This is an optimization exercise on Yosys and OpenROAD, whose aim is small area, a short achievable clock period and few clock cycles per item, not a production implementation. No run shown here included a check of the RTL's function; only the layout flow was run.

## flow/design.v (module list and top-level ports; edited modules follow where they fit)
// module dct8_stream: 2707 lines
// module dct_fa: 10 lines
// module dct_ha: 9 lines
// module dct_addsub: 33 lines
// module dct_carry: 31 lines
// module dct_carry_ci: 13 lines
// module dct_sum: 11 lines
// module dct_sum_co: 12 lines
// module dct_out: 19 lines
module dct8_stream #(
    parameter int IN_W        = 8,
    parameter int OUT_W       = 14,
    parameter int LEVEL_SHIFT = 0
) (
    input  logic                    clk,
    input  logic                    rst,
    input  logic                    en,
    input  logic                    in_valid,
    output logic                    in_ready,
    input  logic [IN_W-1:0]         x0,
    input  logic [IN_W-1:0]         x1,
    input  logic [IN_W-1:0]         x2,
    input  logic [IN_W-1:0]         x3,
    input  logic [IN_W-1:0]         x4,
    input  logic [IN_W-1:0]         x5,
    input  logic [IN_W-1:0]         x6,
    input  logic [IN_W-1:0]         x7,
    output logic                    out_valid,
    input  logic                    out_ready,
    output logic signed [OUT_W-1:0] y0,
    output logic signed [OUT_W-1:0] y1,
    output logic signed [OUT_W-1:0] y2,
    output logic signed [OUT_W-1:0] y3,
    output logic signed [OUT_W-1:0] y4,
    output logic signed [OUT_W-1:0] y5,
    output logic signed [OUT_W-1:0] y6,
    output logic signed [OUT_W-1:0] y7
);
  // ...
==> flow/flow/run.sh <==
#!/bin/bash
# Standard ORFS layout, with repair_timing aiming below the clock period and
# plain buffers on the ports.
set -euo pipefail
bash standard.sh SETUP_SLACK_MARGIN=7.7 "BUFFER_PORTS_ARGS=-buffer_cell sky130_fd_sc_hd__buf_2" finish > standard_flow.log 2>&1
==> flow/standard.sh <==
#!/bin/bash
# synth_recipe.tcl (not shown) runs the flow's synth.tcl, then flattens the netlist and writes it again
# the make line also repeats each setting of config.mk as NAME=value (left out here)
make -C /OpenROAD-flow-scripts/flow DESIGN_CONFIG=/design/flow/config.mk WORK_HOME=/design/flow/orfs CLKGATE_MAP_FILE= SYNTH_SCRIPT=/design/flow/synth_recipe.tcl "${@:-finish}"
==> flow/config.mk <==
export PLATFORM = sky130hd
export DESIGN_NAME = dct8_stream
export DESIGN_NICKNAME = dct8_stream
export VERILOG_FILES = /design/flow/design.v
export SDC_FILE = /design/flow/constraint.sdc
export NUM_CORES = 4
export LEC_CHECK = 0
export CAP_MARGIN = 20
export CORE_MARGIN = 2
export CORE_UTILIZATION = 50
export SLEW_MARGIN = 20
export SYNTH_HIERARCHICAL = 1
==> flow/constraint.sdc <==
create_clock -name core_clock -period 12.0 [get_ports {clk}]
set_input_delay 2.4000 -clock core_clock [delete_from_list [all_inputs] [get_ports {clk}]]
set_output_delay 2.4000 -clock core_clock [all_outputs]
set_load 0.01 [all_outputs]
==> impl_results.html, run 1 <==
<table>
<tr><th>Metric</th><th>Value</th></tr>
<tr><th colspan="2">Status</th></tr>
<tr><td>Outcome</td><td>complete, no violations</td></tr>
<tr><th colspan="2">STA</th></tr>
<tr><td>Setup-failing EPs final</td><td>0</td></tr>
<tr><td>Unrepaired setup endpoints after global routing</td><td>true</td></tr>
<tr><td>Hold slack final</td><td>0.508 ns</td></tr>
<tr><td>Shortest period the worst path allows</td><td>4.96 ns</td></tr>
<tr><td>Hold Violations, Final</td><td>0</td></tr>
<tr><th colspan="2">Clock network</th></tr>
<tr><td>Clock root buffer</td><td>clkbuf_16</td></tr>
<tr><td>Post-CTS Setup Repair Bufs</td><td>211</td></tr>
<tr><td>Number of sinks on the clock net</td><td>271</td></tr>
<tr><td>Clock latency on the worst-skew pair</td><td>approximately 0.57 ns</td></tr>
<tr><th colspan="2">Logic synthesis</th></tr>
<tr><td>Multiplexer share of the synthesized area</td><td>~2.1%</td></tr>
<tr><td>Average instance area after synthesis</td><td>between 10 and 15 sq um</td></tr>
<tr><td>Post-synthesis async set-or-reset flop share</td><td>0%</td></tr>
<tr><td>Most area-hungry cell type in the Yosys netlist</td><td>fa_1</td></tr>
<tr><th colspan="2">Worst setup path</th></tr>
<tr><td>Cell with the largest stage delay on the worst path</td><td>fa_2</td></tr>
<tr><td>Cell family contributing the most delay on the critical path</td><td>adder cells</td></tr>
<tr><th colspan="2">Finish</th></tr>
<tr><td>Fill cell count</td><td>5351</td></tr>
<tr><td>Number of antenna cells inserted</td><td>1</td></tr>
<tr><td>Nets</td><td>around 4400</td></tr>
<tr><th colspan="2">Drt</th></tr>
<tr><td>Sum of met3 wire segment lengths after detailed routing</td><td>roughly 6700 um</td></tr>
<tr><td>Overall routed net length</td><td>90900 um</td></tr>
<tr><td>Met2 wire length</td><td>42700 um</td></tr>
<tr><th colspan="2">Global route</th></tr>
<tr><td>Global-route met2 utilization</td><td>42.4%</td></tr>
<tr><th colspan="2">Min path</th></tr>
<tr><td>Worst min-delay path category</td><td>register to register</td></tr>
</table>
==> module dct_addsub, before the edit <==
module dct_addsub #(
    parameter int W   = 9,
    parameter int SUB = 0
) (
    input  logic [W-1:0] a,
    input  logic [W-1:0] b,
    output logic [W:0]   y
);
    localparam int N = W + 1;    
    localparam int L = (N <= 2) ? 1 : (N <= 4) ? 2 : (N <= 8) ? 3 : (N <= 16) ? 4 : 5;
    logic [W-1:0] be;
    logic [N-1:0] g [L+1];
    logic [N-1:0] p [L+1];
    logic [W-1:0] x;
    assign be   = (SUB != 0) ? ~b : b;
    assign x    = a ^ be;
    assign g[0] = {a & be, (SUB != 0) ? 1'b1 : 1'b0};
    assign p[0] = {x, 1'b0};
    for (genvar l = 0; l < L; l++) begin : g_lvl
        for (genvar i = 0; i < N; i++) begin : g_bit
            if (((i >> l) & 1) == 1) begin : g_op
                localparam int J = ((i >> l) << l) - 1;
                assign g[l+1][i] = g[l][i] | (p[l][i] & g[l][J]);
                assign p[l+1][i] = p[l][i] & p[l][J];
            end else begin : g_pass
                assign g[l+1][i] = g[l][i];
                assign p[l+1][i] = p[l][i];
            end
        end
    end
    assign y[W-1:0] = x ^ g[L][W-1:0];
    assign y[W]     = (SUB != 0) ? ~g[L][W] : g[L][W];
endmodule
==> inputs of run 2 (changes only) <==
--- a/flow/design.v
+++ b/flow/design.v
@@ -63,25 +63,26 @@
     assign xin[7] = x7;
     always_ff @(posedge clk) begin
         if (~sv)
             for (int i = 0; i < 8; i++) sk[i] <= xin[i];
     end
     always_comb
         for (int i = 0; i < 8; i++) xm[i] = sv ? sk[i] : xin[i];
     logic [8:0] a_n [4];
+    logic [8:0] an_n [4];    
     logic [8:0] b_n [4];
     for (genvar i = 0; i < 4; i++) begin : g_bfly
-        dct_addsub #(.W(8), .SUB(0)) ua (.a(xm[i]), .b(xm[7-i]), .y(a_n[i]));
-        dct_addsub #(.W(8), .SUB(1)) ub (.a(xm[i]), .b(xm[7-i]), .y(b_n[i]));
+        dct_addsub #(.W(8), .SUB(0)) ua (.a(xm[i]), .b(xm[7-i]), .y(a_n[i]), .yn(an_n[i]));
+        dct_addsub #(.W(8), .SUB(1)) ub (.a(xm[i]), .b(xm[7-i]), .y(b_n[i]), .yn());
     end
     logic [8:0] ss_n, sc_n, es_n, ec_n;
     for (genvar j = 0; j < 9; j++) begin : g_l1
         dct_fa us (.a(a_n[0][j]), .b(a_n[1][j]), .c(a_n[2][j]), .s(ss_n[j]), .co(sc_n[j]));
-        dct_fa ue (.a(a_n[1][j]), .b(a_n[2][j]), .c(~a_n[0][j]), .s(es_n[j]), .co(ec_n[j]));
+        dct_fa ue (.a(a_n[1][j]), .b(a_n[2][j]), .c(an_n[0][j]), .s(es_n[j]), .co(ec_n[j]));
     end
     logic [8:0] ss_r, sc_r, es_r, ec_r;
     logic [8:0] a0_r, a1_r, a2_r, a3_r;
     logic [8:0] b0_r, b1_r, b2_r, b3_r;
     always_ff @(posedge clk) begin
         if (en & r2) begin
             ss_r <= ss_n;
             sc_r <= sc_n;
@@ -1763,18 +1764,18 @@
     assign c18 = es_r[1] | ec_r[0];
     dct_fa us19 (.a(es_r[2]), .b(ec_r[1]), .c(~a3_r[2]), .s(s19), .co(c20));
     dct_fa us21 (.a(es_r[3]), .b(ec_r[2]), .c(~a3_r[3]), .s(s21), .co(c22));
     dct_fa us23 (.a(es_r[4]), .b(ec_r[3]), .c(~a3_r[4]), .s(s23), .co(c24));
     dct_fa us25 (.a(es_r[5]), .b(ec_r[4]), .c(~a3_r[5]), .s(s25), .co(c26));
     dct_fa us27 (.a(es_r[6]), .b(ec_r[5]), .c(~a3_r[6]), .s(s27), .co(c28));
     dct_fa us29 (.a(es_r[7]), .b(ec_r[6]), .c(~a3_r[7]), .s(s29), .co(c30));
     dct_fa us31 (.a(es_r[8]), .b(ec_r[7]), .c(~a3_r[8]), .s(s31), .co(c32));
-    dct_addsub #(.W(9), .SUB(1)) ud0 (.a(a0_r), .b(a3_r), .y(d0));
-    dct_addsub #(.W(9), .SUB(1)) ud1 (.a(a1_r), .b(a2_r), .y(d1));
+    dct_addsub #(.W(9), .SUB(1)) ud0 (.a(a0_r), .b(a3_r), .y(d0), .yn());
+    dct_addsub #(.W(9), .SUB(1)) ud1 (.a(a1_r), .b(a2_r), .y(d1), .yn());
     dct_fa us33 (.a(~a3_r[0]), .b(a3_r[1]), .c(ss_r[0]), .s(s33), .co(c34));
     dct_fa us35 (.a(sc_r[8]), .b(a3_r[1]), .c(ss_r[0]), .s(s35), .co(c36));
     dct_ha us37 (.a(s1), .b(c16), .s(s37), .co(c38));
     dct_ha us39 (.a(c2), .b(c14), .s(s39), .co(c40));
     dct_fa us41 (.a(ss_r[0]), .b(a3_r[0]), .c(a3_r[1]), .s(s41), .co(c42));
     dct_ha us43 (.a(c10), .b(c6), .s(s43), .co(c44));
     dct_fa us45 (.a(a3_r[1]), .b(c12), .c(c8), .s(s45), .co(c46));
     dct_fa us47 (.a(s1), .b(c4), .c(s5), .s(s47), .co(c48));
@@ -2725,42 +2726,25 @@
     assign co = a & b;
 endmodule
 module dct_addsub #(
     parameter int W   = 9,
     parameter int SUB = 0
 ) (
     input  logic [W-1:0] a,
     input  logic [W-1:0] b,
-    output logic [W:0]   y
+    output logic [W:0]   y,
+    output logic [W:0]   yn
 );
-    localparam int N = W + 1;    
-    localparam int L = (N <= 2) ? 1 : (N <= 4) ? 2 : (N <= 8) ? 3 : (N <= 16) ? 4 : 5;
-    logic [W-1:0] be;
-    logic [N-1:0] g [L+1];
-    logic [N-1:0] p [L+1];
-    logic [W-1:0] x;
-    assign be   = (SUB != 0) ? ~b : b;
-    assign x    = a ^ be;
-    assign g[0] = {a & be, (SUB != 0) ? 1'b1 : 1'b0};
-    assign p[0] = {x, 1'b0};
-    for (genvar l = 0; l < L; l++) begin : g_lvl
-        for (genvar i = 0; i < N; i++) begin : g_bit
-            if (((i >> l) & 1) == 1) begin : g_op
-                localparam int J = ((i >> l) << l) - 1;
-                assign g[l+1][i] = g[l][i] | (p[l][i] & g[l][J]);
-                assign p[l+1][i] = p[l][i] & p[l][J];
-            end else begin : g_pass
-                assign g[l+1][i] = g[l][i];
-                assign p[l+1][i] = p[l][i];
-            end
-        end
+    if (SUB != 0) begin : g_sub
+        assign y = {1'b0, a} - {1'b0, b};
+    end else begin : g_add
+        assign y = {1'b0, a} + {1'b0, b};
     end
-    assign y[W-1:0] = x ^ g[L][W-1:0];
-    assign y[W]     = (SUB != 0) ? ~g[L][W] : g[L][W];
+    assign yn = ~y;
 endmodule
 module dct_carry #(
     parameter int         W  = 8,
     parameter logic [W-1:0] IA = '0,
     parameter logic [W-1:0] IB = '0
 ) (
     input  logic [W-1:0] a,
     input  logic [W-1:0] b,
==> flow/flow/run.sh (replaced) <==
#!/bin/bash
# Standard ORFS layout, with repair_timing aiming below the clock period and
# plain buffers on the ports.
set -euo pipefail
bash standard.sh SETUP_SLACK_MARGIN=7.4 "BUFFER_PORTS_ARGS=-buffer_cell sky130_fd_sc_hd__buf_2" finish > standard_flow.log 2>&1
==> impl_results.html, run 2 <==
<table>
<tr><th>Metric</th><th>Value</th></tr>
<tr><th colspan="2">Status</th></tr>
<tr><td>Outcome</td><td>complete, no violations</td></tr>
<tr><th colspan="2">STA</th></tr>
<tr><td>Highest clock rate</td><td>between 200 and 250 MHz</td></tr>
<tr><td>Unrepaired setup endpoints after global routing</td><td>true</td></tr>
<tr><td>Measured slew at the worst slew-check pin</td><td>1.10 ns</td></tr>
<tr><td>Period utilisation layout</td><td>38.4%</td></tr>
<tr><td>Rel. slew slack</td><td>26.4%</td></tr>
<tr><td>Hold Violations, Final</td><td>0 (unchanged)</td></tr>
<tr><td>Shortest period the worst path allows</td><td>4.61 ns (-0.355 ns)</td></tr>
<tr><td>Setup-failing EPs final</td><td>0 (unchanged)</td></tr>
<tr><td>Worst setup skew after layout</td><td>around 0.021 ns</td></tr>
<tr><td>Total negative slack for setup checks</td><td>0 ns</td></tr>
<tr><td>Number of slew-limit violations in the final report</td><td>0</td></tr>
<tr><th colspan="2">Logic synthesis</th></tr>
<tr><td>Synth Warn #</td><td>62</td></tr>
<tr><td>Average instance area after synthesis</td><td>12.4 sq um (-1.3%)</td></tr>
<tr><td>Area of the mapped netlist</td><td>0.0355 sq mm</td></tr>
<tr><td>Synthesized instance count</td><td>2865</td></tr>
<tr><th colspan="2">Finish</th></tr>
<tr><td>Register ranked first by flip-flop count</td><td>sk</td></tr>
<tr><td>Max reg flops</td><td>64</td></tr>
<tr><td>Nets</td><td>4290 (-3.0%)</td></tr>
<tr><td>Post-layout util</td><td>a little under 60%</td></tr>
<tr><td>Storage cell area</td><td>approximately 0.0075 sq mm</td></tr>
<tr><td>Most common cell after layout, fill and taps aside</td><td>fa_1</td></tr>
<tr><td>P&amp;R area growth vs syn</td><td>14.0%</td></tr>
<tr><td>Share of cells above drive strength 1</td><td>20.6%</td></tr>
<tr><td>Highest-count cells in the layout ignoring fill and taps</td><td>fa_1 (699), inv_1 (562), ha_1 (252)</td></tr>
<tr><td>Area occupied by multi-input gates</td><td>0.0263 sq mm</td></tr>
<tr><td>Number of antenna cells inserted</td><td>0 (-1)</td></tr>
<tr><td>Fill cell count</td><td>5883 (+9.9%)</td></tr>
<tr><th colspan="2">Worst setup path</th></tr>
<tr><td>Worst Path Class, Setup</td><td>register to register</td></tr>
<tr><td>Critical path data required time</td><td>12.30 ns</td></tr>
<tr><td>Arrival time worst endpoint</td><td>4.91 ns</td></tr>
<tr><td>Startpoint of the worst setup timing path</td><td>a3_r[0]$_DFFE_PP_</td></tr>
<tr><td>Critical path capture point type</td><td>register</td></tr>
<tr><td>Reg2Reg Setup Slack</td><td>7.39 ns</td></tr>
<tr><td>Launch point of the worst reg-to-reg path</td><td>a3_r[0]$_DFFE_PP_</td></tr>
<tr><td>Critical path startpoint category</td><td>register</td></tr>
<tr><td>Cells on worst reg2reg path</td><td>20</td></tr>
<tr><td>Critical path fanouts, max</td><td>6</td></tr>
<tr><td>RR Endpoint</td><td>t2_u1r[4]$_DFFE_PP_</td></tr>
<tr><th colspan="2">Min path</th></tr>
<tr><td>Worst min-delay path category</td><td>register to register</td></tr>
<tr><td>Endpoint, Worst Hold</td><td>sk[1][0]$_DFF_P_</td></tr>
<tr><td>Worst hold path stage count</td><td>1</td></tr>
<tr><td>Launch point of the worst hold path</td><td>sk[1][0]$_DFF_P_</td></tr>
<tr><th colspan="2">Placement</th></tr>
<tr><td>Input/output buffers</td><td>178</td></tr>
<tr><td>Weighted congestion reported at the end of routability-driven placement</td><td>0.885</td></tr>
<tr><td>DP Wirelength</td><td>66500 um</td></tr>
<tr><th colspan="2">Drt</th></tr>
<tr><td>Total iterations of the first detailed-routing run</td><td>5</td></tr>
<tr><td>Via-to-Cell Ratio</td><td>5.31</td></tr>
<tr><td>Final ANT Viol Nets</td><td>0</td></tr>
<tr><td>Number of vias in the routed layout</td><td>22075</td></tr>
<tr><td>Routed wirelength normalized by instance count</td><td>20.7 um</td></tr>
<tr><td>Violation count after the first detailed-route iteration</td><td>1397</td></tr>
<tr><td>Overall routed net length</td><td>85900 um (-5.4%)</td></tr>
<tr><td>Residual DRC count</td><td>0</td></tr>
<tr><th colspan="2">Die</th></tr>
<tr><td>Placeable core region</td><td>between 0.07 and 0.08 sq mm</td></tr>
<tr><td>Initial core utilization</td><td>50.5%</td></tr>
<tr><td>Placement row count</td><td>97</td></tr>
<tr><td>Top-level I/O count</td><td>183</td></tr>
<tr><td>Floorplan die area</td><td>roughly 0.073 sq mm</td></tr>
<tr><td>Y dimension of the die</td><td>270 um</td></tr>
<tr><td>Die width</td><td>270 um</td></tr>
<tr><th colspan="2">Clock network</th></tr>
<tr><td>Hold buffers post-CTS</td><td>0</td></tr>
<tr><td>Clock latency on the worst-skew pair</td><td>0.57 ns (about the same)</td></tr>
<tr><td>Number of buffers added by the clock tree synthesis step</td><td>36</td></tr>
<tr><td>Number of sinks on the clock net</td><td>271 (unchanged)</td></tr>
<tr><td>H-tree depth reported by CTS</td><td>2</td></tr>
<tr><td>Clock slew at reported path FFs</td><td>0.05 ns</td></tr>
<tr><td>Clock root buffer</td><td>clkbuf_16</td></tr>
<tr><td>Largest buffer count on any clock path</td><td>3</td></tr>
<tr><td>CTS tree</td><td>yes</td></tr>
<tr><th colspan="2">Global route</th></tr>
<tr><td>Final global-route overflow total</td><td>0</td></tr>
<tr><td>Vias in the first global route</td><td>24370</td></tr>
<tr><td>Global-route wire length before repair</td><td>137000 um</td></tr>
<tr><td>Largest net degree at the start of global routing</td><td>86</td></tr>
<tr><td>Gr usage total</td><td>24.5%</td></tr>
<tr><td>Antenna violations before repair</td><td>1</td></tr>
<tr><th colspan="2">Flow run</th></tr>
<tr><td>Max-cap violation count</td><td>0</td></tr>
</table>
run 2: cell count changes in the layout (fill, tap and decap cells not counted), sizes merged, moves of 13 or more:
cell | previous run | this run
a21boi | 3 | 19
a21oi | 70 | 92
buf | 512 | 305
fa | 765 | 745
inv | 607 | 581
nand2b | 40 | 27
or2 | 11 | 25
run 2: worst max-delay path, stage by stage, from the launching register on:
cell	delay [ns]
edfxtp_1	0.41
ha_2	0.22
inv_2	0.04
fa_2	0.36
a21oi_2	0.18
nor2_2	0.07
nor3_2	0.14
o21ba_4	0.20
xnor2_4	0.10
buf_6	0.13
buf_6	0.10
buf_6	0.13
fa_1	0.42
fa_1	0.43
fa_1	0.50
ha_2	0.18
inv_1	0.06
fa_2	0.34
nand2b_1	0.16
a21oi_2	0.13
xnor2_1	0.07
run 2: timing repair:
| action | in CTS | in global routing |
|---|---|---|
| buffers inserted | 30 | 55 |
| gates resized for setup | 47 | 86 |
| endpoints found under the setup margin | 34 | 53 |
| pin swaps | 16 | 44 |
run 2: metal layers:
metal | part of all wire [%] | vias to the layer above | GRT usage [%]
met5 | 0 | - | 0
met4 | 2.6 | 0 | 6.44
met3 | 7.2 | 121 | 6.10
met2 | 45 | 633 | 37.7
met1 | 45 | 11417 | 34.9
li1 | - | 9904 | -
run 2: worst max path at each step:
stage / endpoint / slack (ns)
6_report: t2_u1r[4]$_DFFE_PP_ / 7.39
3_5_place_dp: t6_c5r$_DFFE_PP_ / 6.82
4_1_cts: t6_u0r[4]$_DFFE_PP_ / 7.35
3_3_place_gp: t6_c5r$_DFFE_PP_ / 6.91
5_1_grt: t6_u0r[4]$_DFFE_PP_ / 7.14
2_1_floorplan: a0_r[0]$_DFFE_PP_ / 7.19
run 2: cell type report:
type | instances | share of cell area, %
Multi-Input combinational cell | 1990 | 65.2
Clock inverter | 19 | 0.520
Timing Repair Buffer | 308 | 5.09
Sequential cell | 271 | 18.5
Tap cell | 940 | 2.91
Clock buffer | 45 | 2.40
Inverter | 581 | 5.43
run 2: per-stage QoR:
step | instances | instance area (sq um) | hold slack, ns | setup WS (ns)
6_report | 4154 | 40400 | 0.503 | 7.39
5_1_grt | 4154 | 40400 | 0.519 | 7.14
4_1_cts | 4099 | 39700 | 0.508 | 7.35
3_5_place_dp | 4005 | 38000 | 0.499 | 6.82
3_3_place_gp | 4005 | 38000 | 0.485 | 6.91
2_1_floorplan | 2883 | 35900 | 0.465 | 7.19

what the ideal ports hide:
In the flow no input, the clock included, has a driving cell. The finished layouts below were timed again as built, in two steps. Step 1 assumes that a clkbuf_16 drives the clock port and a buf_2 every other input. Step 2 times the ports against the registers' clock, not the clock port: input delays grow and output delays shrink by t, the midpoint of the rising clock arrivals with the driver on. a / b / c = ideal / step 1 / step 2; a / b = the first two.
| run | t (ns) | setup slack, ns | slew at the worst register clock pin (ns) |
|---|---|---|---|
| run 1 | 0.629 | 7.035 / 7.035 / 7.030 | 0.07 / 0.07 |
| run 2 | 0.625 | 7.390 / 7.390 / 6.942 | 0.06 / 0.06 |
After both steps every run listed still meets setup and hold. For run 2, which loses most, drivers alone change the setup slack by 0.000 ns; drivers and shift together by -0.448 ns.
